From an optimization exercise on the open Yosys and OpenROAD flow, aimed at small area, a short achievable clock period and few clock cycles per item; shortcuts taken in it are not production practice. RTL that was checked went through simulation tests only; none was proved equivalent to the original. No functional check of the RTL was part of runs 1 and 2.

## flow/design.v

```verilog
package rau_pkg;
    localparam int NUM_W = 32;    
    localparam int DEN_W = 31;    
    localparam int RES_W = 64;    
endpackage
module rau_front (
    input  logic         i_clk,
    input  logic         i_rst_n,
    input  logic         i_push,
    output logic         o_full,
    input  logic [1:0]   i_kind,
    input  logic [31:0]  i_a_num,
    input  logic [30:0]  i_a_den,
    input  logic [31:0]  i_b_num,
    input  logic [30:0]  i_b_den,
    input  logic         i_take,      
    output logic         o_ready,     
    output logic [62:0]  o_u,         
    output logic [61:0]  o_v,         
    output logic         o_neg,       
    output logic         o_bad,       
    output logic         o_zero       
);
    logic        r_busy;
    logic [4:0]  r_cnt;
    logic [1:0]  r_kind;
    logic [31:0] r_an;
    logic [30:0] r_ad;
    logic [31:0] r_bn;
    logic [30:0] r_bd;
    logic [63:0] r_u;
    logic [61:0] r_v;
    logic        r_neg;
    logic        r_sen;       
    logic [34:0] r_rl;        
    logic [34:0] r_rh;        
    logic        r_nl;        
    logic        r_nh;        
    logic        r_sshl;      
    logic        r_sclr;      
    logic        r_sv;        
    logic        r_sfix;      
    logic        r_sinv;      
    logic        take_word;
    logic        sel_step;    
    logic        ph_v;        
    logic        odd;         
    logic [2:0]  dsel;        
    logic        k01;
    logic        k3;
    logic [31:0] dsrc;
    logic [32:0] mx;
    logic [4:0]  dig;         
    logic [2:0]  bl;
    logic [2:0]  bh;
    logic        sub;
    logic        inv;
    logic [63:0] opa;
    logic [63:0] rl;
    logic [63:0] rh;
    logic [63:0] s1;
    logic [63:0] c1;
    logic [63:0] sum;
    function automatic logic [2:0] booth(input logic [2:0] b, input logic ng);
        logic one;
        logic two;
        one   = b[1] ^ b[0];
        two   = (b[2] & !b[1] & !b[0]) | (!b[2] & b[1] & b[0]);
        booth = {(b[2] ^ ng) & (one | two), two, one};
    endfunction
    function automatic logic [34:0] row(input logic [32:0] x, input logic [2:0] d);
        logic [34:0] xe;
        xe  = {{2{x[32]}}, x};
        row = (d[1] ? (xe << 1) : (d[0] ? xe : 35'd0)) ^ {35{d[2]}};
    endfunction
    assign o_ready   = r_busy && (r_cnt == 5'd26);
    assign o_full    = r_busy;
    assign take_word = i_push && !o_full;
    assign sel_step  = r_busy && (r_cnt <= 5'd24);
    assign k01  = !r_kind[1];
    assign k3   = (r_kind == 2'd3);
    assign ph_v = r_cnt[4];
    assign odd  = r_cnt[0] && !ph_v;
    assign dsel = ph_v ? ~r_cnt[2:0] : ~r_cnt[3:1];
    always_comb begin
        if (ph_v) begin
            mx   = {2'b00, r_ad};
            dsrc = k3 ? r_bn : {1'b0, r_bd};
            sub  = k3 && r_bn[31];
        end else if (odd) begin
            mx   = {r_bn[31], r_bn};
            dsrc = {1'b0, r_ad};
            sub  = (r_kind == 2'd1);
        end else begin
            mx   = {r_an[31], r_an};
            dsrc = (r_kind == 2'd2) ? r_bn : {1'b0, r_bd};
            sub  = k3 && r_bn[31];
        end
        dig = {dsrc, 1'b0} >> (dsel*4);
        bl  = booth(dig[2:0], sub);
        bh  = booth(dig[4:2], sub);
    end
    always_ff @(posedge i_clk) begin
        if (!i_rst_n) begin
            r_sen <= 1'b0;
        end else begin
            r_sen <= sel_step;
        end
    end
    always_ff @(posedge i_clk) begin
        if (sel_step) begin
            r_rl   <= (r_cnt == 5'd24) ? 35'd0 : row(mx, bl);
            r_rh   <= (r_cnt == 5'd24) ? 35'd0 : row(mx, bh);
            r_nl   <= (r_cnt != 5'd24) && bl[2];
            r_nh   <= (r_cnt != 5'd24) && bh[2];
            r_sshl <= !odd && (r_cnt != 5'd24);
            r_sclr <= (r_cnt == 5'd0) || (r_cnt == 5'd16);
            r_sv   <= ph_v && (r_cnt != 5'd24);
            r_sfix <= (r_cnt == 5'd24);
            r_sinv <= (r_cnt == 5'd24) && r_u[63];
        end
    end
    always_comb begin
        logic [63:0] acc;
        inv = r_sinv;
        acc = r_sv ? {2'b00, r_v} : r_u;
        if (r_sclr)      opa = '0;
        else if (r_sshl) opa = acc << 4;
        else             opa = acc;
        opa = opa ^ {64{inv}};
        rl  = {{29{r_rl[34]}}, r_rl};
        rh  = {{27{r_rh[34]}}, r_rh, r_nh, r_nh};
        s1  = opa ^ rl ^ rh;
        c1  = (opa & rl) | (opa & rh) | (rl & rh);
    end
    rau_add #(.W(64)) u_add (
        .i_a (s1),
        .i_b ({c1[62:0], r_nl}),
        .i_c (r_nh | inv),
        .o_s (sum)
    );
    always_ff @(posedge i_clk) begin
        if (!i_rst_n) begin
            r_busy <= 1'b0;
        end else if (take_word) begin
            r_busy <= 1'b1;
        end else if (o_ready && i_take) begin
            r_busy <= 1'b0;
        end
    end
    always_ff @(posedge i_clk) begin
        if (take_word) begin
            r_cnt <= 5'd0;
        end else if (r_busy && !o_ready) begin
            r_cnt <= r_cnt + ((!ph_v && !k01) ? 5'd2 : 5'd1);
        end
    end
    always_ff @(posedge i_clk) begin
        if (take_word) begin
            r_kind <= i_kind;
            r_an   <= i_a_num;
            r_ad   <= i_a_den;
            r_bn   <= i_b_num;
            r_bd   <= i_b_den;
        end
    end
    always_ff @(posedge i_clk) begin
        if (r_sen) begin
            if (r_sv) begin
                r_v <= sum[61:0];
            end else begin
                r_u <= sum;
            end
            if (r_sfix) begin
                r_neg <= r_u[63];
            end
        end
    end
    assign o_u    = r_u[62:0];
    assign o_v    = r_v;
    assign o_neg  = r_neg;
    assign o_bad  = (r_ad == '0) || (k3 ? (r_bn == '0) : (r_bd == '0));
    assign o_zero = (r_u == '0);
endmodule
module rau_add #(
    parameter int W = 64
) (
    input  logic [W-1:0] i_a,
    input  logic [W-1:0] i_b,
    input  logic         i_c,
    output logic [W-1:0] o_s
);
    localparam int L = 6;         
    logic [W-1:0] p;
    logic [W-1:0] g [L+1];
    logic [W-1:0] t [L+1];
    always_comb begin
        p    = i_a ^ i_b;
        g[0] = i_a & i_b;
        t[0] = p;
        g[0][0] = g[0][0] | (p[0] & i_c);
        for (int l = 1; l <= L; l++) begin
            for (int i = 0; i < W; i++) begin
                if ((i >> (l - 1)) & 1) begin
                    g[l][i] = g[l-1][i] | (t[l-1][i] & g[l-1][((i >> (l - 1)) << (l - 1)) - 1]);
                    t[l][i] = t[l-1][i] & t[l-1][((i >> (l - 1)) << (l - 1)) - 1];
                end else begin
                    g[l][i] = g[l-1][i];
                    t[l][i] = t[l-1][i];
                end
            end
        end
        o_s = p ^ {g[L][W-2:0], i_c};
    end
endmodule
module rau_back (
    input  logic         i_clk,
    input  logic         i_rst_n,
    input  logic         i_ready,     
    output logic         o_take,
    input  logic [62:0]  i_u,
    input  logic [61:0]  i_v,
    input  logic         i_neg,
    input  logic         i_bad,
    input  logic         i_zero,
    input  logic         i_pop,
    output logic         o_empty,
    output logic [63:0]  o_res_num,
    output logic [62:0]  o_res_den,
    output logic         o_valid_res
);
    logic        r_run;
    logic        r_done;
    logic        r_ok;
    logic [62:0] r_a;
    logic [62:0] r_b;
    logic [63:0] r_p0;
    logic [61:0] r_p1;
    logic [63:0] r_q0;
    logic [61:0] r_q1;
    logic        free;
    logic        ea;
    logic        eb;
    logic        m_c;
    logic        m_a;
    logic        m_b;
    logic        m_s;
    logic [63:0] dab;
    logic        ge;
    logic        eq;
    logic        lowz;
    logic [63:0] xin;
    logic [63:0] sx;
    logic [2:0]  sh;
    logic [62:0] a_nx;
    logic [62:0] b_nx;
    logic [63:0] s0;
    logic [61:0] s1;
    logic [63:0] pq0;
    logic [61:0] pq1;
    logic [63:0] t0;
    logic [61:0] t1;
    assign free   = !r_run && (!r_done || i_pop);
    assign o_take = free && i_ready;
    assign ea  = !r_a[0];
    assign eb  = !r_b[0];
    assign m_c = ea && eb;
    assign m_a = ea && !eb;
    assign m_b = !ea && eb;
    assign m_s = !ea && !eb;
    rau_add #(.W(64)) u_dab (.i_a({1'b0, r_a}), .i_b({1'b1, ~r_b}), .i_c(1'b1), .o_s(dab));
    rau_add #(.W(64)) u_s0  (.i_a(r_p0), .i_b(r_q0), .i_c(1'b0), .o_s(pq0));
    rau_add #(.W(62)) u_s1  (.i_a(r_p1), .i_b(r_q1), .i_c(1'b0), .o_s(pq1));
    assign ge  = !dab[63];
    assign eq  = (r_a == r_b);
    always_comb begin
        logic [7:1] xl;
        if (m_s)      xl = r_a[7:1] ^ r_b[7:1];
        else if (m_b) xl = r_b[7:1];
        else          xl = r_a[7:1];
        lowz = m_s && (xl == '0);
        if (m_c || xl[1]) sh = 3'd1;
        else if (xl[2])   sh = 3'd2;
        else if (xl[3])   sh = 3'd3;
        else if (xl[4])   sh = 3'd4;
        else if (xl[5])   sh = 3'd5;
        else if (xl[6])   sh = 3'd6;
        else if (xl[7])   sh = 3'd7;
        else if (lowz)    sh = 3'd0;
        else              sh = 3'd7;
    end
    always_comb begin
        if (m_s)      xin = dab;
        else if (m_b) xin = {1'b0, r_b};
        else          xin = {1'b0, r_a};
        sx = $signed(xin) >>> sh;
        if (!(m_s && !ge)) a_nx = sx[62:0];
        else if (lowz)     a_nx = r_b;
        else               a_nx = ~sx[62:0] | 63'd1;
        if (m_c)                      b_nx = r_b >> 1;
        else if (m_b || (m_s && !ge)) b_nx = r_a;
        else                          b_nx = r_b;
    end
    always_comb begin
        logic       sel_q;
        logic [2:0] shp;
        sel_q = m_b || (m_s && !ge);
        shp   = m_c ? 3'd0 : sh;
        s0 = sel_q ? (r_q0 << shp) : (r_p0 << shp);
        s1 = sel_q ? (r_q1 << shp) : (r_p1 << shp);
        if (m_s && !(lowz && !ge)) begin
            t0 = pq0;
            t1 = pq1;
        end else if (m_s || m_b) begin
            t0 = r_p0;
            t1 = r_p1;
        end else begin
            t0 = r_q0;
            t1 = r_q1;
        end
    end
    always_ff @(posedge i_clk) begin
        if (!i_rst_n) begin
            r_run  <= 1'b0;
            r_done <= 1'b0;
        end else if (o_take) begin
            r_run  <= !(i_bad || i_zero);
            r_done <= i_bad || i_zero;
        end else if (r_run) begin
            if (m_s && eq) begin
                r_run  <= 1'b0;
                r_done <= 1'b1;
            end
        end else if (i_pop) begin
            r_done <= 1'b0;
        end
    end
    always_ff @(posedge i_clk) begin
        if (o_take) begin
            r_a  <= i_u;
            r_b  <= {1'b0, i_v};
            r_p0 <= i_neg ? {64{1'b1}} : 64'd1;
            r_p1 <= '0;
        end else begin
            r_a  <= a_nx;
            r_b  <= b_nx;
            r_p0 <= s0;
            r_p1 <= s1;
        end
    end
    always_ff @(posedge i_clk) begin
        if (o_take) begin
            r_ok <= !i_bad;
            r_q0 <= '0;
            r_q1 <= 62'd1;
        end else if (r_run) begin
            r_q0 <= t0;
            r_q1 <= t1;
        end
    end
    assign o_empty     = !r_done;
    assign o_res_num   = r_q0;
    assign o_res_den   = {1'b0, r_q1};
    assign o_valid_res = r_ok;
endmodule
module rational_arith_unit #(
    parameter int OPERAND_WIDTH = 32
) (
    input  logic                              i_clk,
    input  logic                              i_rst_n,
    input  logic                              push,
    output logic                              full,
    input  logic [1:0]                        i_kind,
    input  logic signed [rau_pkg::NUM_W-1:0]  i_a_num,
    input  logic [rau_pkg::DEN_W-1:0]         i_a_den,
    input  logic signed [rau_pkg::NUM_W-1:0]  i_b_num,
    input  logic [rau_pkg::DEN_W-1:0]         i_b_den,
    output logic                              empty,
    input  logic                              pop,
    output logic signed [rau_pkg::RES_W-1:0]  o_res_num,
    output logic [rau_pkg::RES_W-2:0]         o_res_den,
    output logic                              o_valid_res
);
    logic        take;
    logic        ready;
    logic [62:0] u;
    logic [61:0] v;
    logic        neg;
    logic        bad;
    logic        zero;
    rau_front u_front (
        .i_clk   (i_clk),
        .i_rst_n (i_rst_n),
        .i_push  (push),
        .o_full  (full),
        .i_kind  (i_kind),
        .i_a_num (i_a_num),
        .i_a_den (i_a_den),
        .i_b_num (i_b_num),
        .i_b_den (i_b_den),
        .i_take  (take),
        .o_ready (ready),
        .o_u     (u),
        .o_v     (v),
        .o_neg   (neg),
        .o_bad   (bad),
        .o_zero  (zero)
    );
    rau_back u_back (
        .i_clk       (i_clk),
        .i_rst_n     (i_rst_n),
        .i_ready     (ready),
        .o_take      (take),
        .i_u         (u),
        .i_v         (v),
        .i_neg       (neg),
        .i_bad       (bad),
        .i_zero      (zero),
        .i_pop       (pop),
        .o_empty     (empty),
        .o_res_num   (o_res_num),
        .o_res_den   (o_res_den),
        .o_valid_res (o_valid_res)
    );
endmodule
```

## flow/run.sh

```bash
#!/bin/bash
# synth_recipe.tcl (not shown) runs the flow's synth.tcl, then flattens the netlist and writes it again
# the make line also repeats each setting of config.mk as NAME=value (left out here)
make -C /OpenROAD-flow-scripts/flow DESIGN_CONFIG=/design/flow/config.mk WORK_HOME=/design/flow/orfs CLKGATE_MAP_FILE= SYNTH_SCRIPT=/design/flow/synth_recipe.tcl finish
```

## flow/config.mk

```make
export PLATFORM = sky130hd
export DESIGN_NAME = rational_arith_unit
export DESIGN_NICKNAME = rational_arith_unit
export VERILOG_FILES = /design/flow/design.v
export SDC_FILE = /design/flow/constraint.sdc
export NUM_CORES = 4
export LEC_CHECK = 0
export CAP_MARGIN = 20
export CORE_MARGIN = 2
export CORE_UTILIZATION = 40
export SETUP_SLACK_MARGIN = 5
export SLEW_MARGIN = 20
```

## flow/constraint.sdc

```tcl
create_clock -name core_clock -period 10.5 [get_ports {i_clk}]
set_input_delay 2.1000 -clock core_clock [delete_from_list [all_inputs] [get_ports {i_clk}]]
set_output_delay 2.1000 -clock core_clock [all_outputs]
set_load 0.01 [all_outputs]
```

==> run summary, run 1 <==
top post-synthesis cells by area edfxtp_1, dfxtp_1, mux2i_1; fmax 185 MHz; Final Hold Fails 0; H-tree level count 3; outcome timing/DRC/antenna clean; Slew headroom 0.114; most common cell in the netlist nand2_1; Detailed Routing Iterations Pass 1 6; final period utilization 0.514; GP Congestion 0.930; layout cells sized above 1 0.0821; CTS tree done; CTS Buf Count 88; WP buf/inv 6; Die Y 378 um; slowest stage delay, CP 0.55 ns; CP Data Required Time 10.97 ns; arrival time at the worst endpoint 5.87 ns; largest net degree at the start of global routing 104; Worst-path clk slew 0.06 ns; num rows 137; Vias 49800; Post-Syn Area 55900 um^2; Initial Utilization 0.402; Gate Count Post-Synth 6283; r2r startpoint u_front.r_sshl; DR DRC count 0; syn nets 6755; Finished Layout Cells 8249; worst-skew pair later-pin latency 0.76 ns; crit-path cells buf_12 -> buf_4 -> inv_1 -> o211a_1 -> a211oi_1 -> xnor2_1 -> fa_1 -> inv_1 -> ha_1 -> o21ai_0 -> and3b_2 -> o211ai_1 -> buf_4 -> a311o_2 -> a2111oi_4 -> buf_4 -> o21ai_4 -> a311oi_2 -> a211o_1 -> o31a_1 -> a21oi_2 -> xnor2_1; Setup CP Type reg -> reg; Reg2Reg Setup Slack 5.10 ns; Nets 6769; crit path time final 5.40 ns; Clock Path Buffers 3; die width 378 um; Crit. End Element register; dpl cells 8053; Worst Tran Pin Value 1.32 ns; most frequent cells after synthesis nand2_1, mux2i_1, o21ai_0, nor2_1, edfxtp_1; CP max stage cell fa_1; final setup violation count 0; maximum net fanout on the critical path 8; Hold WS 0.493 ns; Placeable Area 139000 um^2; Slew Viols, Final 0; Async SR Flop Fraction 0; clk sinks 716; Fill cells 13300; area leader, netlist edfxtp_1; Synth Flop Type edfxtp_1; end of the worst register-to-register path u_front.r_u[63]; Critical Path Source Type register; post-DP HPWL 133000 um; antenna viol nets, final 0; Vias per Instance 6.04; first-pass GRT wire length 289000 um; all-layer global routing usage 0.258; setup tns final 0 ns; FF-to-FF path depth 22; Seq cells post-synth 716; post-synthesis sequential area ratio 0.327; number of I/O port buffers 260; Hold Path Sink u_back.r_q1[58]; CP dominant cell by count buf_4; number of synthesized flops with an enable pin 393; HP Start u_back.r_q1[58]; Die Area 143000 um^2; Tightest Hold Check Type reg -> reg; skew final 0.0841 ns; FF+latch area 18300 um^2; synth warn 8; MaxCap Viol Count 0; syn_area_per_cell 8.90 um^2; area grow syn2layout 14.0%; CTS Root Cell clkbuf_16; RSZ-0062 raised after global routing true; drt wl/cell 22.9 um; total gr overflow 0; initial antenna violation count 2; Synth top area share 0.211; Hold Buf Count CTS 0; initial DRC count 4828; number of global-route vias before repair 48100; hold depth 2; Finished Core Util 0.458; WL final 189000 um; cell family with most CP delay compound AO/OA/AOI/OAI gates; Netlist cell types 98; multi-input logic area 35100 um^2; I/O pins 262
logic make-up after synthesis:
logic type | count (synthesis) | synth area share
flops | 716 | 0.327
compound gates | 1900 | 0.228
simple gates | 1708 | 0.141
mux | 580 | 0.123
other cells | 2 | 0.000134
buf+inv | 800 | 0.0567
xor+xnor | 237 | 0.0371
fa+ha+maj | 340 | 0.0881
routing by layer:
metal  part of all wire  GRT usage
met1               0.42      0.337
met2               0.46      0.416
met3              0.069     0.0339
met4              0.053      0.132
met5                  0          0
worst reg2reg max path: stages (launching register included):
cell and delay, ns:
edfxtp_1 0.44, buf_12 0.19, buf_4 0.15, inv_1 0.36
o211a_1 0.22, a211oi_1 0.06, xnor2_1 0.19, fa_1 0.55
inv_1 0.04, ha_1 0.32, o21ai_0 0.08, and3b_2 0.27
o211ai_1 0.10, buf_4 0.16, a311o_2 0.41, a2111oi_4 0.36
buf_4 0.19, o21ai_4 0.06, a311oi_2 0.37, a211o_1 0.20
o31a_1 0.20, a21oi_2 0.08, xnor2_1 0.11
layout by cell type, fill, tap and decap left out, types with 74 or more instances in the layout:
cell	count
o221ai_1	95
nand3_1	104
mux2i_1	459
dfxtp_1	321
a31oi_1	77
nor2b_1	94
clkdlybuf4s50_1	260
a21oi_1	365
inv_1	341
o21ai_0	408
a311oi_1	84
o21a_1	74
nor3_1	82
mux4_2	79
ha_1	238
clkbuf_16	91
fa_1	88
nor2_1	390
o22ai_1	141
nand2_1	661
a21o_1	91
edfxtp_1	393
a211oi_1	138
buf_4	87
xnor2_1	163
how the worst max path moves through the flow:
stage	slack, ns	cells after the start	from	endpoint
finish	5.10	22	u_front.r_sshl	u_front.r_u[63]
floorplan	5.01	20	u_front.r_sshl	u_front.r_u[63]
detailed placement	4.02	19	u_front.r_sv	u_front.r_u[63]
global route	4.81	15	u_back.r_a[0]	u_back.r_b[39]
CTS	4.85	21	u_front.r_sshl	u_front.r_u[63]
global placement	4.07	19	u_front.r_sv	u_front.r_u[63]
area by class of cell:
class | instances | share of cell area
flip-flops and latches | 716 | 0.287
clock inverters | 51 | 0.00951
repair buffers | 376 | 0.0578
inverters | 346 | 0.0205
multi-input cells | 4769 | 0.551
clock buffers | 113 | 0.0377
well taps | 1876 | 0.0369
diodes | 2 | 0.0000786
per-stage QoR:
stage	worst slack, ns	instance area (um^2)
6_report	5.10	63700
5_1_grt	4.81	63700
4_1_cts	4.85	63200
3_5_place_dp	4.02	60000
3_3_place_gp	4.07	59900
2_1_floorplan	5.01	55900
sequential cells by signal, summed over array words and instances, names as in the netlist, 62 cells and up:
register	cells
u_back.r_p0	64
u_back.r_q0	64
u_front.r_u	64
u_back.r_a	63
u_back.r_b	63
u_back.r_p1	62
u_back.r_q1	62
u_front.r_v	62
timing repair:
item,4_1_cts,5_1_grt
buffers inserted,11,14
cloned,2,3
pin swaps,0,33
endpoints found under the setup margin,173,252
endpoints found under the hold margin,0,0
resized for setup,20,74
==> inputs of run 2 (changes only) <==
--- a/flow/design.v
+++ b/flow/design.v
@@ -230,7 +230,12 @@
     output logic         o_valid_res
 );
     logic        r_run;
+    logic        r_fin;       
     logic        r_done;
+    logic        r_cq;        
+    logic [2:0]  r_csh;       
+    logic        r_cadd;      
+    logic        r_cpq;       
     logic        r_ok;
     logic [62:0] r_a;
     logic [62:0] r_b;
@@ -260,7 +265,7 @@
     logic [61:0] pq1;
     logic [63:0] t0;
     logic [61:0] t1;
-    assign free   = !r_run && (!r_done || i_pop);
+    assign free   = !r_run && !r_fin && (!r_done || i_pop);
     assign o_take = free && i_ready;
     assign ea  = !r_a[0];
     assign eb  = !r_b[0];
@@ -302,16 +307,12 @@
         else                          b_nx = r_b;
     end
     always_comb begin
-        logic       sel_q;
-        logic [2:0] shp;
-        sel_q = m_b || (m_s && !ge);
-        shp   = m_c ? 3'd0 : sh;
-        s0 = sel_q ? (r_q0 << shp) : (r_p0 << shp);
-        s1 = sel_q ? (r_q1 << shp) : (r_p1 << shp);
-        if (m_s && !(lowz && !ge)) begin
+        s0 = (r_cq ? r_q0 : r_p0) << r_csh;
+        s1 = (r_cq ? r_q1 : r_p1) << r_csh;
+        if (r_cadd) begin
             t0 = pq0;
             t1 = pq1;
-        end else if (m_s || m_b) begin
+        end else if (r_cpq) begin
             t0 = r_p0;
             t1 = r_p1;
         end else begin
@@ -320,40 +321,50 @@
         end
     end
     always_ff @(posedge i_clk) begin
+        r_cq   <= r_run && (m_b || (m_s && !ge));
+        r_csh  <= (r_run && !m_c) ? sh : 3'd0;
+        r_cadd <= r_run && m_s && !(lowz && !ge);
+        r_cpq  <= r_run && (m_b || (m_s && lowz && !ge));
+    end
+    always_ff @(posedge i_clk) begin
         if (!i_rst_n) begin
             r_run  <= 1'b0;
+            r_fin  <= 1'b0;
             r_done <= 1'b0;
         end else if (o_take) begin
             r_run  <= !(i_bad || i_zero);
             r_done <= i_bad || i_zero;
         end else if (r_run) begin
             if (m_s && eq) begin
-                r_run  <= 1'b0;
-                r_done <= 1'b1;
+                r_run <= 1'b0;
+                r_fin <= 1'b1;
             end
+        end else if (r_fin) begin
+            r_fin  <= 1'b0;
+            r_done <= 1'b1;
         end else if (i_pop) begin
             r_done <= 1'b0;
         end
     end
     always_ff @(posedge i_clk) begin
         if (o_take) begin
-            r_a  <= i_u;
-            r_b  <= {1'b0, i_v};
-            r_p0 <= i_neg ? {64{1'b1}} : 64'd1;
-            r_p1 <= '0;
+            r_a <= i_u;
+            r_b <= {1'b0, i_v};
         end else begin
-            r_a  <= a_nx;
-            r_b  <= b_nx;
-            r_p0 <= s0;
-            r_p1 <= s1;
+            r_a <= a_nx;
+            r_b <= b_nx;
         end
     end
     always_ff @(posedge i_clk) begin
         if (o_take) begin
             r_ok <= !i_bad;
+            r_p0 <= i_neg ? {64{1'b1}} : 64'd1;
+            r_p1 <= '0;
             r_q0 <= '0;
             r_q1 <= 62'd1;
-        end else if (r_run) begin
+        end else begin
+            r_p0 <= s0;
+            r_p1 <= s1;
             r_q0 <= t0;
             r_q1 <= t1;
         end
==> run 2 against run 1 <==
Effect of this change: flip-flop and latch count is 7 higher; register-to-register slack better by 0.12 ns; clock skew down 0.041 ns; non-clock buffer count shrank 41; setup slack better by 0.10 ns; final area shrank 1.6%.
==> run summary, run 2 <==
outcome timing/DRC/antenna clean; initial DRC count 4387 (-9.1%); compound-cell area share of the yosys netlist 0.202 (-0.0257); Finished Layout Cells 7605 (-7.8%); crit path time final 5.30 ns (-0.102 ns); Hold Buf Count CTS 0 (unchanged); Slew headroom 0.270 (+0.155); slowest stage delay, CP 0.83 ns (+0.28 ns); worst setup path endpoint u_back.r_a[58]; area leader, netlist edfxtp_1; post-synthesis adder-cell area fraction 0.0884 (+0.000364); worst-skew pair later-pin latency 0.70 ns (-0.06 ns); Synth Flop Type edfxtp_1; Seq cells post-synth 723 (+0.98%); number of I/O port buffers 260 (unchanged); commonest non-fill, non-tap cell in the layout nand2_1; H-tree level count 3 (unchanged); CP max stage cell or4b_4; WP buf/inv 4 (-2); DR DRC count 0 (unchanged); die width 377 um (-0.20%); CTS Root Cell clkbuf_16; Gate Count Post-Synth 5716 (-9.0%); CP Data Required Time 11.10 ns (+0.13 ns); crit-path cells clkdlybuf4s50_1 -> inv_1 -> a21oi_1 -> or4b_4 -> clkinv_8 -> buf_4 -> nor2_1 -> o211ai_1 -> a21oi_1 -> a211oi_1; skew final 0.0433 ns (-0.0407 ns); Netlist cell types 119 (+21%); Final Hold Fails 0 (unchanged); Post-Syn Area 55700 um^2 (-0.41%); WL final 174000 um (-7.9%); drt wl/cell 22.9 um (-0.15%); post-DP HPWL 125000 um (-6.1%); main combinational cell family by area after synthesis compound AO/OA/AOI/OAI gates; CTS tree done; Worst Tran Pin Value 1.09 ns (-0.232 ns); top post-synthesis cells by area edfxtp_1, dfxtp_1, mux4_2; RSZ-0062 raised after global routing true; end of the worst register-to-register path u_back.r_b[26]; Die Y 377 um (-0.20%); Tightest Hold Check Type reg -> reg; Detailed Routing Iterations Pass 1 5 (-1); # diodes 0 (-2); largest net degree at the start of global routing 111 (+6.7%); setup tns final 0 ns (unchanged); Hold WS 0.491 ns (-0.00230 ns); Placeable Area 138000 um^2 (-0.85%); Reg2Reg Setup Slack 5.22 ns (+0.12 ns); final period utilization 0.504 (-0.00969); r2r startpoint u_back.r_a[0]; area grow syn2layout 12.6%; syn nets 6188 (-8.4%); Synth Area in Simple Gates 0.122 (-0.0184); number of global-route vias before repair 44500 (-7.6%); pre-CTS setup slack 4.10 ns (+0.0847 ns); FF-to-FF path depth 14 (-36%); CP dominant cell by count a21oi_1; clk sinks 723 (+0.98%); initial antenna violation count 4 (+2); Final WS setup 5.20 ns (+0.102 ns); dpl cells 7441 (-7.6%); Nets 6216 (-8.2%); CTS Buf Count 87 (-1.1%); mux share of post-synthesis cell area 0.167 (+0.0447); syn_area_per_cell 9.74 um^2 (+9.5%); Clock Path Buffers 3 (unchanged); GP Congestion 0.908 (-2.3%); first-pass GRT wire length 271000 um (-6.5%); biggest regs u_back.r_p0 x64, u_back.r_q0 x64, u_front.r_u x64; total gr overflow 0 (unchanged); Setup CP Type in -> reg; most common cell in the netlist nand2_1; Slew Viols, Final 0 (unchanged); Worst-path clk slew 0.06 ns (about the same); Fill cells 13000 (-1.7%); Crit. Startpoint pop; synth warn 8 (unchanged); cell family with most CP delay buffers and inverters; final setup violation count 0 (unchanged); fmax 189 MHz (+1.9%); layout cells sized above 1 0.112 (+0.0299); Post-Layout Inst Area 62700 um^2 (-1.6%); arrival time at the worst endpoint 5.89 ns (+0.02 ns); post-synthesis xor/xnor area fraction 0.0371 (about the same); Vias 46200 (-7.3%); post-synthesis sequential area ratio 0.331 (+0.00387); MaxCap Viol Count 0 (unchanged); Synth top area share 0.212 (+0.000873); Die Area 142000 um^2 (-0.41%); Critical Path Source Type primary input; number of synthesized flops with an enable pin 393 (unchanged); I/O pins 262 (unchanged); Stages on worst setup path 10 (-55%); Crit. End Element register; commonest non-fill, non-tap cells in the layout nand2_1, edfxtp_1, nor2_1; all-layer global routing usage 0.241 (-0.0169); Finished Core Util 0.455 (-0.00325); antenna viol nets, final 0 (unchanged); Initial Utilization 0.404 (+0.00179); num rows 136 (-0.73%); maximum net fanout on the critical path 110 (+102); Vias per Instance 6.08 (+0.58%); Post-DP Area 59600 um^2 (-0.59%); Async SR Flop Fraction 0 (unchanged); most frequent cells after synthesis nand2_1, edfxtp_1, nor2_1, o21ai_0, inv_1
run 2: cell types whose count changed after synthesis, moves of 35 or more:
cell / before / now
o21ai_0: 411 / 339
nand3_1: 105 / 63
a31oi_1: 77 / 41
mux2_2: 40 / 75
o221ai_1: 95 / 37
mux4_2: 79 / 241
nand2_1: 670 / 423
o22ai_1: 141 / 63
a311oi_1: 85 / 9
nor2_1: 402 / 359
a21oi_1: 369 / 302
mux2i_1: 460 / 297
a211oi_1: 140 / 237
run 2: layout make-up:
class | instances | area, um^2 | share of cell area
well taps | 1794 | 2240 | 0.0358
repair buffers | 335 | 3350 | 0.0534
clock buffers | 123 | 2430 | 0.0388
flip-flops and latches | 723 | 18400 | 0.294
inverters | 334 | 1270 | 0.0202
clock inverters | 33 | 358 | 0.00571
multi-input cells | 4263 | 34600 | 0.552
run 2: worst min-delay path: stages, from the launching register on:
cell and delay (ns):
dfxtp_1 0.33, nor2_1 0.05, nor2_1 0.07
run 2: timing repair:
| item | CTS | global route |
|---|---|---|
| resized for setup | 16 | 16 |
| gates cloned | 3 | 2 |
| setup endpoints to repair | 100 | 72 |
| buffers inserted | 1 | 1 |
| pin swaps | 0 | 3 |
run 2: how the worst min path moves through the flow:
stage | slack (ns) | depth (start not counted) | end | from
floorplan | 0.44 | 2 | u_back.r_fin | u_back.r_fin
global placement | 0.46 | 2 | u_back.r_fin | u_back.r_fin
detailed placement | 0.47 | 2 | u_back.r_fin | u_back.r_fin
CTS | 0.49 | 2 | u_back.r_fin | u_back.r_fin
global route | 0.51 | 2 | u_back.r_fin | u_back.r_fin
finish | 0.49 | 2 | u_back.r_fin | u_back.r_fin
run 2: cell families (layout without fill, tap and decap cells):
kind of cell             after synthesis  in the layout
buffers and inverters                731            825
AND/OR/NAND/NOR                     1411           1412
flip-flops                           723            723
XOR/XNOR                             236            236
other                                  2              2
adder cells (fa/ha/maj)              340            340
multiplexers                         616            616
AO/OA/AOI/OAI                       1657           1657
run 2: per-layer routing:
metal  track usage  wire length [um]  part of all wire  up-vias
met5             0                37           0.00021        -
met4        0.0817              5910             0.034        6
met3        0.0350             11700             0.067      265
met2         0.376             78200              0.45     1697
met1         0.340             78300              0.45    22600
li1              -                 -                 -    21600
==> inputs of run 3 (changes only) <==
--- a/flow/design.v
+++ b/flow/design.v
@@ -28,21 +28,20 @@
     logic [30:0] r_ad;
     logic [31:0] r_bn;
     logic [30:0] r_bd;
-    logic [63:0] r_u;
-    logic [61:0] r_v;
+    logic [63:0] r_acc;       
+    logic [63:0] r_u;         
     logic        r_neg;
     logic        r_sen;       
-    logic [34:0] r_rl;        
-    logic [34:0] r_rh;        
-    logic        r_nl;        
-    logic        r_nh;        
+    logic [32:0] r_sx;        
+    logic [2:0]  r_sl;        
+    logic [2:0]  r_sh;        
     logic        r_sshl;      
     logic        r_sclr;      
-    logic        r_sv;        
+    logic        r_scopy;     
     logic        r_sfix;      
-    logic        r_sinv;      
     logic        take_word;
     logic        sel_step;    
+    logic        fix;         
     logic        ph_v;        
     logic        odd;         
     logic [2:0]  dsel;        
@@ -56,6 +55,9 @@
     logic        sub;
     logic        inv;
     logic [63:0] opa;
+    logic [63:0] xe;
+    logic [63:0] yl;
+    logic [63:0] yh;
     logic [63:0] rl;
     logic [63:0] rh;
     logic [63:0] s1;
@@ -68,20 +70,16 @@
         two   = (b[2] & !b[1] & !b[0]) | (!b[2] & b[1] & b[0]);
         booth = {(b[2] ^ ng) & (one | two), two, one};
     endfunction
-    function automatic logic [34:0] row(input logic [32:0] x, input logic [2:0] d);
-        logic [34:0] xe;
-        xe  = {{2{x[32]}}, x};
-        row = (d[1] ? (xe << 1) : (d[0] ? xe : 35'd0)) ^ {35{d[2]}};
-    endfunction
     assign o_ready   = r_busy && (r_cnt == 5'd26);
     assign o_full    = r_busy;
     assign take_word = i_push && !o_full;
     assign sel_step  = r_busy && (r_cnt <= 5'd24);
+    assign fix       = (r_cnt == 5'd16);
     assign k01  = !r_kind[1];
     assign k3   = (r_kind == 2'd3);
-    assign ph_v = r_cnt[4];
-    assign odd  = r_cnt[0] && !ph_v;
-    assign dsel = ph_v ? ~r_cnt[2:0] : ~r_cnt[3:1];
+    assign ph_v = r_cnt[4] && !fix;
+    assign odd  = r_cnt[0] && !r_cnt[4];
+    assign dsel = ph_v ? ~(r_cnt[2:0] - 3'd1) : ~r_cnt[3:1];
     always_comb begin
         if (ph_v) begin
             mx   = {2'b00, r_ad};
@@ -108,35 +106,32 @@
         end
     end
     always_ff @(posedge i_clk) begin
-        if (sel_step) begin
-            r_rl   <= (r_cnt == 5'd24) ? 35'd0 : row(mx, bl);
-            r_rh   <= (r_cnt == 5'd24) ? 35'd0 : row(mx, bh);
-            r_nl   <= (r_cnt != 5'd24) && bl[2];
-            r_nh   <= (r_cnt != 5'd24) && bh[2];
-            r_sshl <= !odd && (r_cnt != 5'd24);
-            r_sclr <= (r_cnt == 5'd0) || (r_cnt == 5'd16);
-            r_sv   <= ph_v && (r_cnt != 5'd24);
-            r_sfix <= (r_cnt == 5'd24);
-            r_sinv <= (r_cnt == 5'd24) && r_u[63];
-        end
+        r_sx    <= mx;
+        r_sl    <= fix ? 3'd0 : bl;
+        r_sh    <= fix ? 3'd0 : bh;
+        r_sshl  <= !odd && !fix;
+        r_sclr  <= (r_cnt == 5'd0) || (r_cnt == 5'd17);
+        r_scopy <= (r_cnt == 5'd17);
+        r_sfix  <= fix;
     end
     always_comb begin
-        logic [63:0] acc;
-        inv = r_sinv;
-        acc = r_sv ? {2'b00, r_v} : r_u;
+        inv = r_sfix && r_acc[63];
         if (r_sclr)      opa = '0;
-        else if (r_sshl) opa = acc << 4;
-        else             opa = acc;
+        else if (r_sshl) opa = r_acc << 4;
+        else             opa = r_acc;
         opa = opa ^ {64{inv}};
-        rl  = {{29{r_rl[34]}}, r_rl};
-        rh  = {{27{r_rh[34]}}, r_rh, r_nh, r_nh};
+        xe  = {{31{r_sx[32]}}, r_sx};
+        yl  = r_sl[1] ? (xe << 1) : (r_sl[0] ? xe : '0);
+        yh  = r_sh[1] ? (xe << 1) : (r_sh[0] ? xe : '0);
+        rl  = yl ^ {64{r_sl[2]}};
+        rh  = ((yh ^ {64{r_sh[2]}}) << 2) | {62'd0, r_sh[2], r_sh[2]};
         s1  = opa ^ rl ^ rh;
         c1  = (opa & rl) | (opa & rh) | (rl & rh);
     end
     rau_add #(.W(64)) u_add (
         .i_a (s1),
-        .i_b ({c1[62:0], r_nl}),
-        .i_c (r_nh | inv),
+        .i_b ({c1[62:0], r_sl[2]}),
+        .i_c (r_sh[2] | inv),
         .o_s (sum)
     );
     always_ff @(posedge i_clk) begin
@@ -152,7 +147,7 @@
         if (take_word) begin
             r_cnt <= 5'd0;
         end else if (r_busy && !o_ready) begin
-            r_cnt <= r_cnt + ((!ph_v && !k01) ? 5'd2 : 5'd1);
+            r_cnt <= r_cnt + ((!r_cnt[4] && !k01) ? 5'd2 : 5'd1);
         end
     end
     always_ff @(posedge i_clk) begin
@@ -166,18 +161,17 @@
     end
     always_ff @(posedge i_clk) begin
         if (r_sen) begin
-            if (r_sv) begin
-                r_v <= sum[61:0];
-            end else begin
-                r_u <= sum;
+            r_acc <= sum;
+            if (r_scopy) begin
+                r_u <= r_acc;
             end
             if (r_sfix) begin
-                r_neg <= r_u[63];
+                r_neg <= r_acc[63];
             end
         end
     end
     assign o_u    = r_u[62:0];
-    assign o_v    = r_v;
+    assign o_v    = r_acc[61:0];
     assign o_neg  = r_neg;
     assign o_bad  = (r_ad == '0) || (k3 ? (r_bn == '0) : (r_bd == '0));
     assign o_zero = (r_u == '0);
@@ -230,12 +224,7 @@
     output logic         o_valid_res
 );
     logic        r_run;
-    logic        r_fin;       
     logic        r_done;
-    logic        r_cq;        
-    logic [2:0]  r_csh;       
-    logic        r_cadd;      
-    logic        r_cpq;       
     logic        r_ok;
     logic [62:0] r_a;
     logic [62:0] r_b;
@@ -265,7 +254,7 @@
     logic [61:0] pq1;
     logic [63:0] t0;
     logic [61:0] t1;
-    assign free   = !r_run && !r_fin && (!r_done || i_pop);
+    assign free   = !r_run && (!r_done || i_pop);
     assign o_take = free && i_ready;
     assign ea  = !r_a[0];
     assign eb  = !r_b[0];
@@ -307,12 +296,16 @@
         else                          b_nx = r_b;
     end
     always_comb begin
-        s0 = (r_cq ? r_q0 : r_p0) << r_csh;
-        s1 = (r_cq ? r_q1 : r_p1) << r_csh;
-        if (r_cadd) begin
+        logic       sel_q;
+        logic [2:0] shp;
+        sel_q = m_b || (m_s && !ge);
+        shp   = m_c ? 3'd0 : sh;
+        s0 = sel_q ? (r_q0 << shp) : (r_p0 << shp);
+        s1 = sel_q ? (r_q1 << shp) : (r_p1 << shp);
+        if (m_s && !(lowz && !ge)) begin
             t0 = pq0;
             t1 = pq1;
-        end else if (r_cpq) begin
+        end else if (m_s || m_b) begin
             t0 = r_p0;
             t1 = r_p1;
         end else begin
@@ -321,50 +314,40 @@
         end
     end
     always_ff @(posedge i_clk) begin
-        r_cq   <= r_run && (m_b || (m_s && !ge));
-        r_csh  <= (r_run && !m_c) ? sh : 3'd0;
-        r_cadd <= r_run && m_s && !(lowz && !ge);
-        r_cpq  <= r_run && (m_b || (m_s && lowz && !ge));
-    end
-    always_ff @(posedge i_clk) begin
         if (!i_rst_n) begin
             r_run  <= 1'b0;
-            r_fin  <= 1'b0;
             r_done <= 1'b0;
         end else if (o_take) begin
             r_run  <= !(i_bad || i_zero);
             r_done <= i_bad || i_zero;
         end else if (r_run) begin
             if (m_s && eq) begin
-                r_run <= 1'b0;
-                r_fin <= 1'b1;
+                r_run  <= 1'b0;
+                r_done <= 1'b1;
             end
-        end else if (r_fin) begin
-            r_fin  <= 1'b0;
-            r_done <= 1'b1;
         end else if (i_pop) begin
             r_done <= 1'b0;
         end
     end
     always_ff @(posedge i_clk) begin
         if (o_take) begin
-            r_a <= i_u;
-            r_b <= {1'b0, i_v};
+            r_a  <= i_u;
+            r_b  <= {1'b0, i_v};
+            r_p0 <= i_neg ? {64{1'b1}} : 64'd1;
+            r_p1 <= '0;
         end else begin
-            r_a <= a_nx;
-            r_b <= b_nx;
+            r_a  <= a_nx;
+            r_b  <= b_nx;
+            r_p0 <= s0;
+            r_p1 <= s1;
         end
     end
     always_ff @(posedge i_clk) begin
         if (o_take) begin
             r_ok <= !i_bad;
-            r_p0 <= i_neg ? {64{1'b1}} : 64'd1;
-            r_p1 <= '0;
             r_q0 <= '0;
             r_q1 <= 62'd1;
-        end else begin
-            r_p0 <= s0;
-            r_p1 <= s1;
+        end else if (r_run) begin
             r_q0 <= t0;
             r_q1 <= t1;
         end
==> run 3 against run 2 <==
Effect of this change: via count fell by 1.8%; still clean; hold slack got worse by 0.038 ns; global-route usage rose by 0.23 points.
==> run summary, run 3 <==
initial DRC count 4165 (-5.1%); CTS tree done; Critical Path Source Type register; Clock Path Buffers 3 (unchanged); first-pass GRT wire length 254000 um (-6.0%); clk sinks 687 (-5.0%); worst setup path endpoint u_back.r_a[24]; Worst Tran Pin Value 1.09 ns (+0.00100 ns); outcome timing/DRC/antenna clean; all-layer global routing usage 0.243 (+0.00225); commonest non-fill, non-tap cells in the layout nand2_1, nor2_1, mux2i_1; crit-path cells ha_4 -> inv_6 -> buf_4 -> mux2i_2 -> or2_2 -> nor2_1 -> o21ai_4 -> buf_4 -> a221oi_1 -> a311oi_1 -> mux2i_1 -> a221o_1 -> a22o_1; most common cell in the netlist nand2_1; Placeable Area 127000 um^2 (-7.7%); DR DRC count 0 (unchanged); Slew Viols, Final 0 (unchanged); final setup violation count 0 (unchanged); post-synthesis sequential area ratio 0.332 (+0.00174); Netlist cell types 110 (-7.6%); FF-to-FF path depth 13 (-1); Hold Buf Count CTS 0 (unchanged); layout cells sized above 1 0.0682 (-0.0438); metal2 WL 77200 um (-1.3%); area grow syn2layout 13.6%; Worst-path clk slew 0.07 ns (about the same); top post-synthesis cells by area edfxtp_1, dfxtp_1, mux2i_1; Seq cells post-synth 687 (-5.0%); commonest non-fill, non-tap cell in the layout nand2_1; skew final 0.0403 ns (-0.00305 ns); # diodes 0 (unchanged); Vias per Instance 6.00 (-1.3%); M1 wire length 72000 um (-8.0%); Nets 6317 (+1.6%); crit path time final 5.37 ns (+0.0795 ns); most frequent cells after synthesis nand2_1, nor2_1, mux2i_1, dfxtp_1, a21oi_1; setup tns final 0 ns (unchanged); final period utilization 0.512 (+0.00757); Reg2Reg Setup Slack 5.13 ns (-0.09 ns); GP Congestion 0.902 (-0.72%); H-tree level count 3 (unchanged); synth warn 8 (unchanged); Final Hold Fails 0 (unchanged); CTS Buf Count 81 (-6.9%); number of global-route vias before repair 43600 (-1.9%); Tightest Hold Check Type reg -> reg; largest net degree at the start of global routing 107 (-3.6%); Die Y 361 um (-4.2%); CP dominant cell by count buf_4; number of I/O port buffers 260 (unchanged); maximum net fanout on the critical path 56 (-49%); die width 361 um (-4.2%); drt wl/cell 21.7 um (-5.0%); Vias 45400 (-1.8%); routed wire length on met3 9870 um (-16%); number of synthesized flops with an enable pin 322 (-18%); Setup CP Type reg -> reg; initial antenna violation count 0 (-4); slowest stage delay, CP 0.58 ns (-0.25 ns); syn nets 6285 (+1.6%); Die Area 131000 um^2 (-8.2%); arrival time at the worst endpoint 5.94 ns (+0.05 ns); WL final 165000 um (-5.4%); fmax 186 MHz (-1.5%); Gate Count Post-Synth 5809 (+1.6%); post-DP HPWL 114000 um (-8.6%); r2r startpoint u_back.r_a[0]; Async SR Flop Fraction 0 (unchanged); Synth Flop Type dfxtp_1; worst-skew pair later-pin latency 0.70 ns (about the same); Synth top area share 0.189 (-0.0227); Crit. End Element register; total gr overflow 0 (unchanged); Crit. Startpoint u_back.r_a[0]; Slew headroom 0.273 (+0.00344); antenna viol nets, final 0 (unchanged); top layer in use met4; MaxCap Viol Count 0 (unchanged); CTS Root Cell clkbuf_16; CP max stage cell mux2i_2; CP Data Required Time 11.06 ns (-0.04 ns); num rows 131 (-3.7%); RSZ-0062 raised after global routing false; end of the worst register-to-register path u_back.r_a[24]; Detailed Routing Iterations Pass 1 6 (+1); syn_area_per_cell 8.79 um^2 (-9.7%); Post-Syn Area 51100 um^2 (-8.3%); Initial Utilization 0.401 (-0.00236); I/O pins 262 (unchanged); area leader, netlist edfxtp_1
==> run 3: cell count changes after synthesis, moves of 46 or more <==
cell,delta
nand2_1,+393
mux4_2,-215
a311oi_1,+76
a21oi_1,+56
nor2_1,+46
a22oi_1,+99
xor2_1,+64
mux2_2,-48
mux2i_1,+79
a211oi_1,-174
o221ai_1,+56
edfxtp_1,-71
inv_1,-83
nor2b_1,-108
==> run 3: cell type report <==
| type | instances | area, um^2 |
|---|---|---|
| well taps | 1662 | 2080 |
| flip-flops and latches | 687 | 17000 |
| repair buffers | 337 | 3370 |
| clock inverters | 40 | 427 |
| inverters | 252 | 958 |
| multi-input cells | 4482 | 31900 |
| clock buffers | 110 | 2270 |
| fillers | 12200 | 69200 |
==> run 3: kinds of logic after synthesis <==
logic type                 share of synthesized area
other                                       0.000147
and+or+nand+nor                                0.150
muxes                                         0.0914
adders and majority gates                     0.0974
AOI/OAI and AO/OA                              0.225
buffers and inverters                         0.0510
DFF                                            0.332
xor gates and xnor gates                      0.0523
==> run 3: worst min path at each step <==
| stage | from | endpoint | slack (ns) | cells past startpoint |
|---|---|---|---|---|
| 2_1_floorplan | u_front.r_acc[62] | u_front.r_u[62] | 0.43 | 0 |
| 3_3_place_gp | u_front.r_acc[62] | u_front.r_u[62] | 0.43 | 0 |
| 3_5_place_dp | u_front.r_acc[62] | u_front.r_u[62] | 0.44 | 0 |
| 4_1_cts | u_front.r_acc[62] | u_front.r_u[62] | 0.46 | 0 |
| 5_1_grt | u_front.r_acc[62] | u_front.r_u[62] | 0.47 | 0 |
| 6_report | u_front.r_acc[62] | u_front.r_u[62] | 0.45 | 0 |
==> run 3: per-layer routing <==
metal  track usage  up-vias
li1              -    21500
met1         0.324    21900
met2         0.406     1668
met3        0.0288      310
met4        0.0865        0
met5             0        -
==> run 3: critical path, delay by kind of cell (launching register included) <==
kind / cells / cell delay (ns)
AO/OA/AOI/OAI: 5 / 1.69
adder cells (fa/ha/maj): 1 / 0.39
buffers and inverters: 3 / 1.31
flip-flops: 1 / 0.49
multiplexers: 2 / 0.82
AND/OR/NAND/NOR: 2 / 0.42
==> run 3: repair_timing <==
item | CTS | global route
gates cloned | 3 | 1
endpoints found under the setup margin | 286 | 242
gates resized for setup | 30 | 43
setup buffers | 0 | 5
pin swaps | 5 | 5
==> run 3: metrics by stage <==
step           hold WS (ns)   util  std cells  instance area [um^2]  worst slack (ns)
6_report              0.452  0.456       7570                 58000              5.13
4_1_cts               0.457  0.454       7563                 57800              5.02
5_1_grt               0.469  0.456       7570                 58000              5.01
2_1_floorplan         0.426      -       5809                 51100              5.24
3_5_place_dp          0.441  0.432       7410                 54900              4.11
3_3_place_gp          0.431  0.432       7410                 54900              4.13
Testbench counts of run 3, summed over its fixed seeds: cycles 154,956, items 4,000.
==> inputs of run 4 (changes only) <==
==> flow/flow/run.sh (new file) <==
#!/bin/bash
set -euo pipefail
bash standard.sh SETUP_SLACK_MARGIN=6 finish > flow_make.log 2>&1
==> flow/standard.sh (new file) <==
#!/bin/bash
# synth_recipe.tcl (not shown) runs the flow's synth.tcl, then flattens the netlist and writes it again
# the make line also repeats each setting of config.mk as NAME=value (left out here)
make -C /OpenROAD-flow-scripts/flow DESIGN_CONFIG=/design/flow/config.mk WORK_HOME=/design/flow/orfs CLKGATE_MAP_FILE= SYNTH_SCRIPT=/design/flow/synth_recipe.tcl "${@:-finish}"
--- a/flow/config.mk
+++ b/flow/config.mk
@@ -7,6 +7,6 @@
 export LEC_CHECK = 0
 export CAP_MARGIN = 20
 export CORE_MARGIN = 2
-export CORE_UTILIZATION = 40
-export SETUP_SLACK_MARGIN = 5
+export CORE_UTILIZATION = 60
 export SLEW_MARGIN = 20
+export TNS_END_PERCENT = 5
removed: flow/run.sh
==> run 4 against run 3 <==
Effect of this change: wire length is 3.0% higher; setup slack better by 0.50 ns; largest cell class unchanged; non-clock buffer count is 85 higher; global-route usage is 13 points higher; clock skew is 0.0078 ns lower; area after synthesis stayed put; synthesized cell count stayed put.
==> run summary, run 4 <==
outcome timing/DRC/antenna clean; synth warn 8 (unchanged); MaxCap Viol Count 0 (unchanged); skew final 0.0325 ns (-0.00784 ns); most common cell in the netlist nand2_1; CP dominant cell by count o21a_1; hold depth 0 (unchanged); DR DRC count 0 (unchanged); number of synthesized flops with an enable pin 322 (unchanged); commonest non-fill, non-tap cells in the layout nand2_1, nor2_1, mux2i_1; area leader, netlist edfxtp_1; CP max stage cell fa_1; Stages on worst setup path 24 (+11); antenna viol nets, final 0 (unchanged); drt wl/cell 23.8 um (+9.4%); final setup violation count 0 (unchanged); layout cells sized above 1 0.0857 (+0.0174); Slew Viols, Final 0 (unchanged); Vias per Instance 6.63 (+11%); CTS Root Cell clkbuf_16; largest net degree at the start of global routing 93 (-13%); initial DRC count 5234 (+26%); GP Congestion 0.970 (+7.5%); final period utilization 0.465 (-0.0472); WL final 169000 um (+3.0%); setup tns final 0 ns (unchanged); Seq cells post-synth 687 (unchanged); most frequent cells after synthesis nand2_1, nor2_1, mux2i_1, dfxtp_1, a21oi_1; Hold WS 0.459 ns (+0.00681 ns); CTS tree done; initial antenna violation count 3 (+3); post-synthesis sequential area ratio 0.332 (unchanged); CP Data Required Time 10.90 ns (-0.16 ns); Worst-path clk slew 0.06 ns (about the same); Synth Flop Type dfxtp_1; slowest stage delay, CP 0.47 ns (-0.11 ns); Detailed Routing Iterations Pass 1 8 (+2); post-DP HPWL 110000 um (-3.7%); clk sinks 687 (unchanged); maximum net fanout on the critical path 3 (-95%); Async SR Flop Fraction 0 (unchanged); Slew headroom 0.187 (-0.0859); Post-Syn Area 51100 um^2 (unchanged); Finished Core Util 0.700 (+0.244); commonest non-fill, non-tap cell in the layout nand2_1; all-layer global routing usage 0.372 (+0.129); FF-to-FF path depth 24 (+11); Worst Tran Pin Value 1.22 ns (+0.129 ns); crit-path cells buf_12 -> nor2b_4 -> buf_12 -> nand2_4 -> xnor2_2 -> fa_1 -> inv_2 -> fa_2 -> inv_2 -> fa_2 -> a211oi_2 -> o21bai_2 -> o2111a_2 -> o211ai_1 -> buf_4 -> a21oi_4 -> or2_4 -> a21o_1 -> and2_4 -> o21a_1 -> o21a_1 -> o21a_1 -> nor2_2 -> xnor2_1; WP buf/inv 5 (+2); number of global-route vias before repair 44000 (+0.89%); crit path time final 4.88 ns (-0.495 ns); worst-skew pair later-pin latency 0.65 ns (-0.05 ns); die width 296 um (-18%); Critical Path Source Type register; Initial Utilization 0.608 (+0.207); Crit. End Element register; Setup CP Type reg -> reg; Tightest Hold Check Type reg -> reg; CTS Buf Count 78 (-3.7%); RSZ-0062 raised after global routing true; Vias 47200 (+4.1%); I/O pins 262 (unchanged); number of I/O port buffers 260 (unchanged); syn nets 6285 (unchanged); fmax 205 MHz (+10%); Netlist cell types 110 (unchanged); Gate Count Post-Synth 5809 (unchanged); Nets 6402 (+1.3%); Placeable Area 84000 um^2 (-34%); arrival time at the worst endpoint 5.28 ns (-0.66 ns); Synth top area share 0.189 (unchanged); top post-synthesis cells by area edfxtp_1, dfxtp_1, mux2i_1; Finished Layout Cells 7129 (-5.8%); num rows 106 (-19%); Die Area 87500 um^2 (-33%); first-pass GRT wire length 256000 um (+0.56%); Hold Buf Count CTS 0 (unchanged); H-tree level count 3 (unchanged); Die Y 296 um (-18%); cell family with most CP delay compound AO/OA/AOI/OAI gates; Final Hold Fails 0 (unchanged); area grow syn2layout 15.1%; syn_area_per_cell 8.79 um^2 (unchanged); Clock Path Buffers 3 (unchanged); dpl cells 6889 (-7.0%); total gr overflow 0 (unchanged)
## run 4: cell counts after synthesis
No cell type changed its count.
## run 4: final timing paths
path / start / to / slack (ns)
worst max-delay path: u_front.r_sl[1] / u_front.r_acc[44] / 5.62
worst min-delay path: u_front.r_acc[62] / u_front.r_u[62] / 0.46
worst max register to register: u_front.r_sl[1] / u_front.r_acc[44] / 5.62
worst min register to register: u_front.r_acc[62] / u_front.r_u[62] / 0.46
## run 4: cell families (layout without fill, tap and decap cells)
family / Yosys count / count (layout) / synth area share
compound gates: 1670 / 1673 / 0.225
xor+xnor: 305 / 305 / 0.0523
fa+ha+maj: 344 / 344 / 0.0974
buf+inv: 643 / 818 / 0.0510
flops: 687 / 687 / 0.332
mux: 430 / 430 / 0.0914
other cells: 2 / 8 / 0.000147
simple gates: 1728 / 1730 / 0.150
## run 4: metal layers
metal	global-route usage	up-vias	routed length, um
li1	-	21700	-
met1	0.501	22600	68400
met2	0.598	2460	78500
met3	0.0613	495	15800
met4	0.147	0	6880
met5	0	-	0
## run 4: layout make-up
cell class / instances / area [um^2]
clock inverter: 35 / 447
timing repair buffer: 422 / 4510
antenna: 6 / 15.0
timing repair inverter: 1 / 8.76
clock buffer: 108 / 2220
inverter: 252 / 962
fill: 6742 / 25200
multi-input combinational: 4484 / 32200
sequential: 687 / 17000
tap: 1134 / 1420
## run 4: stage by stage
stage	setup slack, ns	instance area [um^2]
4_1_cts	5.60	58200
5_1_grt	5.45	58800
2_1_floorplan	4.86	51100
3_5_place_dp	4.56	54300
6_report	5.62	58800
3_3_place_gp	4.70	54300
## run 4: worst reg2reg max path, cell delays in order, from the launching register on
cell	delay, ns
dfxtp_4	0.35
buf_12	0.13
nor2b_4	0.15
buf_12	0.14
nand2_4	0.06
xnor2_2	0.14
fa_1	0.47
inv_2	0.08
fa_2	0.19
inv_2	0.04
fa_2	0.39
a211oi_2	0.23
o21bai_2	0.12
o2111a_2	0.29
o211ai_1	0.17
buf_4	0.17
a21oi_4	0.09
or2_4	0.26
a21o_1	0.20
and2_4	0.15
o21a_1	0.19
o21a_1	0.22
o21a_1	0.23
nor2_2	0.11
xnor2_1	0.06
## run 4: timing repair
item,4_1_cts,5_1_grt
setup buffers,44,28
resized for setup,115,53
setup endpoints to repair,476,349
hold endpoints to repair,0,0
pin swaps,27,32
gates cloned,16,3
==> inputs of run 5 (changes only) <==
--- a/flow/design.v
+++ b/flow/design.v
@@ -31,10 +31,13 @@
     logic [63:0] r_acc;       
     logic [63:0] r_u;         
     logic        r_neg;
-    logic        r_sen;       
+    logic        r_den;       
     logic [32:0] r_sx;        
     logic [2:0]  r_sl;        
     logic [2:0]  r_sh;        
+    logic [3:0]  r_dctl;      
+    logic        r_sen;       
+    logic [37:0] r_pp;        
     logic        r_sshl;      
     logic        r_sclr;      
     logic        r_scopy;     
@@ -55,13 +58,9 @@
     logic        sub;
     logic        inv;
     logic [63:0] opa;
-    logic [63:0] xe;
-    logic [63:0] yl;
-    logic [63:0] yh;
-    logic [63:0] rl;
-    logic [63:0] rh;
-    logic [63:0] s1;
-    logic [63:0] c1;
+    logic [34:0] rl;
+    logic [36:0] rh;
+    logic [37:0] pp;
     logic [63:0] sum;
     function automatic logic [2:0] booth(input logic [2:0] b, input logic ng);
         logic one;
@@ -70,7 +69,12 @@
         two   = (b[2] & !b[1] & !b[0]) | (!b[2] & b[1] & b[0]);
         booth = {(b[2] ^ ng) & (one | two), two, one};
     endfunction
-    assign o_ready   = r_busy && (r_cnt == 5'd26);
+    function automatic logic [34:0] row(input logic [32:0] x, input logic [2:0] d);
+        logic [34:0] xe;
+        xe  = {{2{x[32]}}, x};
+        row = (d[1] ? (xe << 1) : (d[0] ? xe : 35'd0)) ^ {35{d[2]}};
+    endfunction
+    assign o_ready   = r_busy && (r_cnt == 5'd27);
     assign o_full    = r_busy;
     assign take_word = i_push && !o_full;
     assign sel_step  = r_busy && (r_cnt <= 5'd24);
@@ -100,19 +104,25 @@
     end
     always_ff @(posedge i_clk) begin
         if (!i_rst_n) begin
+            r_den <= 1'b0;
             r_sen <= 1'b0;
         end else begin
-            r_sen <= sel_step;
+            r_den <= sel_step;
+            r_sen <= r_den;
         end
     end
     always_ff @(posedge i_clk) begin
         r_sx    <= mx;
         r_sl    <= fix ? 3'd0 : bl;
         r_sh    <= fix ? 3'd0 : bh;
-        r_sshl  <= !odd && !fix;
-        r_sclr  <= (r_cnt == 5'd0) || (r_cnt == 5'd17);
-        r_scopy <= (r_cnt == 5'd17);
-        r_sfix  <= fix;
+        r_dctl  <= {!odd && !fix, (r_cnt == 5'd0) || (r_cnt == 5'd17), r_cnt == 5'd17, fix};
+        r_pp    <= pp;
+        {r_sshl, r_sclr, r_scopy, r_sfix} <= r_dctl;
+    end
+    always_comb begin
+        rl = row(r_sx, r_sl);
+        rh = {row(r_sx, r_sh), r_sh[2], r_sh[2]};
+        pp = {rh[36], rh} + {{3{rl[34]}}, rl} + {37'd0, r_sh[2]} + {37'd0, r_sl[2]};
     end
     always_comb begin
         inv = r_sfix && r_acc[63];
@@ -120,18 +130,11 @@
         else if (r_sshl) opa = r_acc << 4;
         else             opa = r_acc;
         opa = opa ^ {64{inv}};
-        xe  = {{31{r_sx[32]}}, r_sx};
-        yl  = r_sl[1] ? (xe << 1) : (r_sl[0] ? xe : '0);
-        yh  = r_sh[1] ? (xe << 1) : (r_sh[0] ? xe : '0);
-        rl  = yl ^ {64{r_sl[2]}};
-        rh  = ((yh ^ {64{r_sh[2]}}) << 2) | {62'd0, r_sh[2], r_sh[2]};
-        s1  = opa ^ rl ^ rh;
-        c1  = (opa & rl) | (opa & rh) | (rl & rh);
     end
     rau_add #(.W(64)) u_add (
-        .i_a (s1),
-        .i_b ({c1[62:0], r_sl[2]}),
-        .i_c (r_sh[2] | inv),
+        .i_a (opa),
+        .i_b ({{26{r_pp[37]}}, r_pp}),
+        .i_c (inv),
         .o_s (sum)
     );
     always_ff @(posedge i_clk) begin
==> run 5 against run 4 <==
Effect of this change: wire length is 2.0% lower; core utilization down 0.14 points; global-route usage shrank 2.6 points; via count grew 2.7%.
==> run summary, run 5 <==
skew final 0.0240 ns (-0.00849 ns); Seq cells post-synth 730 (+6.3%); Async SR Flop Fraction 0 (unchanged); Worst Tran Pin Value 1.10 ns (-0.119 ns); CTS Buf Count 82 (+5.1%); final setup violation count 0 (unchanged); commonest non-fill, non-tap cell in the layout nand2_1; Placeable Area 87000 um^2 (+3.7%); Critical Path Source Type primary input; drt wl/cell 22.3 um (-6.4%); largest net degree at the start of global routing 182 (+96%); Slew Viols, Final 0 (unchanged); Initial Utilization 0.607 (-0.00132); die width 301 um (+1.7%); CTS tree done; most frequent cells after synthesis nand2_1, nor2_1, mux2i_1, dfxtp_1, a21oi_1; synth warn 8 (unchanged); num rows 108 (+1.9%); I/O pins 262 (unchanged); post-DP HPWL 107000 um (-2.4%); DR DRC count 0 (unchanged); commonest non-fill, non-tap cells in the layout nand2_1, nor2_1, mux2i_1; all-layer global routing usage 0.346 (-0.0258); Vias 48500 (+2.7%); Clock Path Buffers 3 (unchanged); number of I/O port buffers 260 (unchanged); maximum net fanout on the critical path 148 (+145); Detailed Routing Iterations Pass 1 12 (+4); arrival time at the worst endpoint 5.09 ns (-0.19 ns); Die Area 90400 um^2 (+3.4%); H-tree level count 3 (unchanged); Final Hold Fails 0 (unchanged); Worst-path clk slew 0.06 ns (about the same); layout cells sized above 1 0.0863 (+0.000610); Netlist cell types 102 (-7.3%); area leader, netlist edfxtp_1; Synth Flop Type dfxtp_1; Tightest Hold Check Type reg -> reg; first-pass GRT wire length 252000 um (-1.4%); GP Congestion 0.942 (-2.9%); crit path time final 4.54 ns (-0.341 ns); top post-synthesis cells by area edfxtp_1, dfxtp_1, mux2i_1; Nets 6717 (+4.9%); worst-skew pair later-pin latency 0.68 ns (+0.03 ns); MaxCap Viol Count 0 (unchanged); Post-Syn Area 52800 um^2 (+3.4%); Die Y 301 um (+1.7%); Slew headroom 0.269 (+0.0818); final period utilization 0.432 (-0.0325); crit-path cells clkdlybuf4s50_1 -> nor2_1 -> or4_4 -> inv_8 -> buf_12 -> o41ai_1 -> and3_1; syn_area_per_cell 8.59 um^2 (-2.3%); clk sinks 730 (+6.3%); setup tns final 0 ns (unchanged); Fill cells 7046 (+4.5%); post-synthesis sequential area ratio 0.338 (+0.00526); CP max stage cell or4_4; Synth top area share 0.183 (-0.00628); most common cell in the netlist nand2_1; RSZ-0062 raised after global routing true; Setup CP Type in -> reg; Hold WS 0.324 ns (-0.135 ns); CP Data Required Time 11.06 ns (+0.16 ns); Reg2Reg Setup Slack 5.97 ns (+0.35 ns); total gr overflow 0 (unchanged); number of global-route vias before repair 45000 (+2.3%); outcome timing/DRC/antenna clean; number of synthesized flops with an enable pin 322 (unchanged); WL final 166000 um (-2.0%); syn nets 6628 (+5.5%); initial DRC count 5257 (+0.44%); CTS Root Cell clkbuf_16; fmax 220 MHz (+7.5%); slowest stage delay, CP 0.59 ns (+0.12 ns); Vias per Instance 6.50 (-1.9%); initial antenna violation count 1 (-2); antenna viol nets, final 0 (unchanged); # diodes 0 (-6); Gate Count Post-Synth 6148 (+5.8%); area grow syn2layout 15.1% (about the same); Crit. End Element register
## run 5: cells by family (layout without fill, tap and decap cells)
| logic type | after synthesis | in the layout | share of synthesized area |
|---|---|---|---|
| simple gates | 1991 | 1994 | 0.164 |
| compound gates | 1636 | 1644 | 0.208 |
| flops | 730 | 730 | 0.338 |
| fa+ha+maj | 348 | 348 | 0.0860 |
| other cells | 2 | 2 | 0.000142 |
| mux | 526 | 526 | 0.104 |
| buf+inv | 576 | 723 | 0.0433 |
| xor+xnor | 339 | 339 | 0.0562 |
## run 5: stage by stage
step | instances | utilization | cell area [um^2] | setup WS (ns)
finish | 7461 | 0.699 | 60800 | 5.96
global route | 7461 | 0.699 | 60800 | 5.84
CTS | 7406 | 0.688 | 59900 | 5.96
detailed placement | 7218 | 0.643 | 56000 | 4.45
global placement | 7218 | 0.643 | 56000 | 4.59
floorplan | 6148 | - | 52800 | 5.03
## run 5: worst paths after layout
check | start | end | cells past startpoint
setup / recovery | pop | u_back.r_run | 7
hold / removal | u_front.r_dctl[0] | u_front.r_sfix | 0
setup reg to reg | u_back.r_b[32] | u_back.r_p0[8] | 15
hold reg to reg | u_front.r_dctl[0] | u_front.r_sfix | 0
## run 5: worst max-delay path: cells and delay by family
| kind | cells | cell delay (ns) |
|---|---|---|
| buf+inv | 3 | 1.55 |
| compound gates | 1 | 0.34 |
| simple gates | 3 | 0.88 |
## run 5: routing by layer
metal	track usage	up-vias	routed length, um
li1	-	22700	-
met1	0.470	23100	68800
met2	0.550	2224	75800
met3	0.0649	430	15000
met4	0.130	0	6480
met5	0	-	0
## run 5: repair_timing
item | CTS | global route
endpoints found under the setup margin | 430 | 313
cloned | 16 | 11
resized for setup | 118 | 93
pin swaps | 20 | 36
hold buffers | 0 | 0
setup buffers | 19 | 44
## run 5: cell type report
type	instances	area, um^2	share of cell area
inverter	165	639	0.0105
tap	1155	1450	0.0238
sequential	730	17900	0.294
timing repair buffer	405	4410	0.0725
multi-input combinational	4853	33600	0.553
clock buffer	114	2370	0.0389
clock inverter	39	487	0.00801
Testbench counts of run 5, summed over its fixed seeds: cycles 155,380, items 4,000.

-- port drivers added, routing unchanged --
Ports are ideal in the flow. The routed layouts listed here were re-timed in OpenROAD. Step 1 sets driving cells, clkbuf_16 on the clock port and buf_2 on the other inputs (assumed; they add their load-dependent delay and slew). Step 2 times the ports against the registers' clock, not the clock port: input delays grow and output delays shrink by t, the midpoint of the rising clock arrivals with the driver on. Three values: no drivers, after step 1, after step 2; two values: the first two.
run | shift t [ns] | slack for setup (ns) | worst setup path after step 2 | worst register clock-pin slew, ns | pins driven straight from the clock port
run 1 | 0.794 | 5.103 / 5.103 / 4.669 | input to register | 0.07 / 0.07 | 1
run 2 | 0.760 | 5.205 / 5.222 / 4.485 | input to register | 0.06 / 0.06 | 1
run 3 | 0.759 | 5.125 / 5.125 / 4.474 | input to register | 0.07 / 0.07 | 1
run 4 | 0.714 | 5.621 / 5.621 / 5.067 | input to register | 0.07 / 0.07 | 1
run 5 | 0.736 | 5.962 / 5.962 / 5.226 | input to register | 0.07 / 0.07 | 1
After both steps setup and hold are still met in every run listed. The setup slack of run 5, which loses most, moves by 0.000 ns with the drivers and by -0.736 ns with both steps.
